From an optimization exercise on the open Yosys and OpenROAD flow, aimed at small area and a short achievable clock period; shortcuts taken in it are not production practice. Power and IR drop assume default switching activity.

v6:
==> flow/design.v (excerpt) <==
module csv_record_parse_and_hash #(
  parameter int NUM_BUCKETS = crph_pkg::NUM_BUCKETS_DEF
) (
  input  logic         clk,
  input  logic         rst_n,
  input  logic         in_tvalid,
  output logic         in_tready,
  input  logic [7:0]   in_tdata,    
  input  logic         in_tlast,    
  output logic         out_tvalid,
  input  logic         out_tready,
  output logic [103:0] out_tdata,   
  output logic [1:0]   out_tuser    
);
Settings: LEC_CHECK=0, ABC_AREA=1, CAP_MARGIN=20, CORE_MARGIN=2, CORE_UTILIZATION=60, CTS_BUF_LIST=sky130_fd_sc_hd__clkbuf_4 sky130_fd_sc_hd__clkbuf_8, PLACE_DENSITY=0.75, SETUP_SLACK_MARGIN=2.4, SLEW_MARGIN=20, TNS_END_PERCENT=10; clock period 5.5 ns.
standard.sh (not shown) runs the stock make flow with config.mk's settings and CLKGATE_MAP_FILE= SYNTH_SCRIPT=/design/flow/synth_recipe.tcl, a recipe that flattens the netlist after the stock synthesis.
==> flow/flow/run.sh <==
#!/bin/bash
# The standard layout (standard.sh), with the port buffers made of the smallest
# plain buffer instead of the resizer's default choice. Every input and output
# port still gets its own buffer.
set -euo pipefail
export BUFFER_PORTS_ARGS="-buffer_cell sky130_fd_sc_hd__buf_1"
bash standard.sh > standard_flow.log 2>&1
What v7 does differently from v6 at the input level:
diff --git a/flow/design.v b/flow/design.v
--- a/flow/design.v
+++ b/flow/design.v
@@ -200,23 +200,23 @@
   logic [5:0] sq_s, sq_d;
   logic [4:0] sq_fs, sq_fd, r16_h;
   logic [6:0] k_t;
   logic [6:0] k_t25, k_t50;
   logic [4:0] k;
   assign a16   = px[8:5];
   assign a25   = px[4:0];
   assign b16   = acc_lo[8:5];
   assign b25   = acc_lo[4:0];
   assign sq_s  = 6'(a25) + 6'(b25);
   assign sq_d  = 6'(a25) - 6'(b25);
-  assign p_r16 = acc_lo[13:10];
+  assign p_r16 = 4'(a16 * b16);
   assign sq_fs[0] = (sq_s[0] && !sq_s[1] && !sq_s[2] && !sq_s[3]) ||
       (sq_s[1] && !sq_s[2] && sq_s[3] && sq_s[4]) ||
       (sq_s[0] && sq_s[2] && !sq_s[3] && sq_s[4]) ||
       (!sq_s[0] && sq_s[1] && sq_s[2] && sq_s[5]) ||
       (!sq_s[1] && sq_s[2] && sq_s[3] && !sq_s[4] && !sq_s[5]) ||
       (!sq_s[0] && !sq_s[1] && !sq_s[2] && sq_s[3] && !sq_s[5]) ||
       (sq_s[4] && sq_s[5]) ||
       (sq_s[0] && !sq_s[1] && !sq_s[3] && sq_s[5]) ||
       (sq_s[0] && !sq_s[1] && sq_s[2] && sq_s[4]) ||
       (!sq_s[0] && sq_s[1] && sq_s[3] && sq_s[5]) ||
       (!sq_s[0] && !sq_s[1] && sq_s[2] && !sq_s[4] && !sq_s[5]) ||
@@ -330,35 +330,35 @@
       (!p_r16[0] && !p_r16[1] && p_r16[3]) ||
       (p_r16[0] && !p_r16[1] && p_r16[2] && !p_r16[3]) ||
       (!p_r16[0] && p_r16[1] && !p_r16[2] && !p_r16[3]);
   assign r16_h[3] = (p_r16[0] && !p_r16[2] && !p_r16[3]) ||
       (!p_r16[1] && !p_r16[2] && p_r16[3]) ||
       (!p_r16[0] && !p_r16[2] && p_r16[3]) ||
       (p_r16[0] && p_r16[1] && p_r16[2] && p_r16[3]);
   assign r16_h[4] = (!p_r16[0] && p_r16[1] && !p_r16[3]) ||
       (p_r16[0] && !p_r16[2] && p_r16[3]) ||
       (!p_r16[0] && p_r16[2] && !p_r16[3]) ||
       (p_r16[0] && !p_r16[1] && p_r16[3]);
-  assign k_t   = 7'(acc_lo[9:5]) - 7'(acc_lo[4:0]) - 7'(r16_h);
+  assign k_t   = 7'(acc_lo[9:5]) - 7'(acc_lo[4:0]) - 7'(acc_lo[14:10]);
   assign k_t25 = k_t + 7'd25;
   assign k_t50 = k_t + 7'd50;
   assign k     = !k_t[6] ? k_t[4:0] : !k_t25[6] ? k_t25[4:0] : k_t50[4:0];
   always_ff @(posedge clk) begin
     acc_hp <= acc_step && !acc_clr;
     if (acc_step && !acc_clr) begin
       acc_lo <= lo_mul[15:0];
       acc_c  <= lo_mul[19:16];
     end else if (acc_clr) begin
       acc_lo <= '0;
     end else if (acc_aux && p2_r) begin
-      acc_lo[13:0] <= {4'(a16 * b16), sq_fs, sq_fd};
+      acc_lo[14:0] <= {r16_h, sq_fs, sq_fd};
     end else if (acc_aux && cb_r && !cpend && len == 10'd1) begin
       acc_lo[8:0] <= {cbyte[3:0], c25};
     end
     if (acc_clr) begin
       acc_hi  <= '0;
       acc_sat <= 1'b0;
     end else begin
       acc_hi  <= hi_eff;
       acc_sat <= sat_eff;
     end
     if (state == S_RANK) begin
@@ -379,24 +379,26 @@
       cpend <= 1'b1;
     end else if (cb_r) begin
       cpend <= 1'b0;
     end
     if (cb_r) begin
       if (cpend) len <= 10'd1;
       else if (len != crph_pkg::LEN_MAX) len <= len + 10'd1;
       sum <= sum_sub[6] ? sum_add[8:0] : {sum_sub[4:0], sum_add[3:0]};
     end
     if (cb_r && cpend) begin
       px <= {cbyte[3:0], c25};
+    end else if (p2_r) begin
+      px[8:5] <= p_r16;
     end else if (p3_r) begin
-      px <= {p_r16, k};
+      px[4:0] <= k;
     end
   end
   always_ff @(posedge clk) begin
     skid_b <= b;
     skid_l <= last;
     if (ob_free) begin
       out_acc <= acc_word;
       out_err <= !acc_word && !city_word;
       out_gp  <= acc_word && (state == S_POP);
       out_gc  <= acc_word && !cpend;
       out_gx  <= acc_word && !cpend && len[9:1] != 9'd0;
Results
- After detailed routing, v6 needs more wire than v7.
- Changes observed in v7 relative to v6: average instance area after synthesis now sits higher; die area lower; total number of vias fell by 476; area growth from synthesis to layout +0.95 points.
- Taking v6 as the reference, in v7 critical path depth up 10; overall power consumption up about 3.4%; fmax up 0.33%.
- For v7, the critical path startpoint was acc_lo[2]$_DFFE_PP_, unlike v6, where it was len[4]$_SDFFCE_PP0P_.
No run of this note included a check of the RTL's function; only the layout flow was run.

==> separate check: timing with driven ports <==
In the flow no input, the clock included, has a driving cell. The finished layouts below were timed again as built, in two steps. Step 1: set_driving_cell puts a clkbuf_16 on clk and a buf_2 on each other input, an assumption about the parent block. Step 2 times the ports against the registers' clock, not the clock port: input delays grow and output delays shrink by t, the midpoint of the rising clock arrivals with the driver on. a / b / c = no drivers / after step 1 / after step 2; a / b = the first two.
run	shift t [ns]	setup slack, ns	worst setup path at the end
v6	0.514	2.299 / 2.256 / 1.959	input to register
v7	0.506	2.310 / 2.310 / 2.078	input to register
After both steps setup and hold are still met in every run listed. The setup slack of v6, which loses most, moves by -0.043 ns with the drivers and by -0.340 ns with both steps.
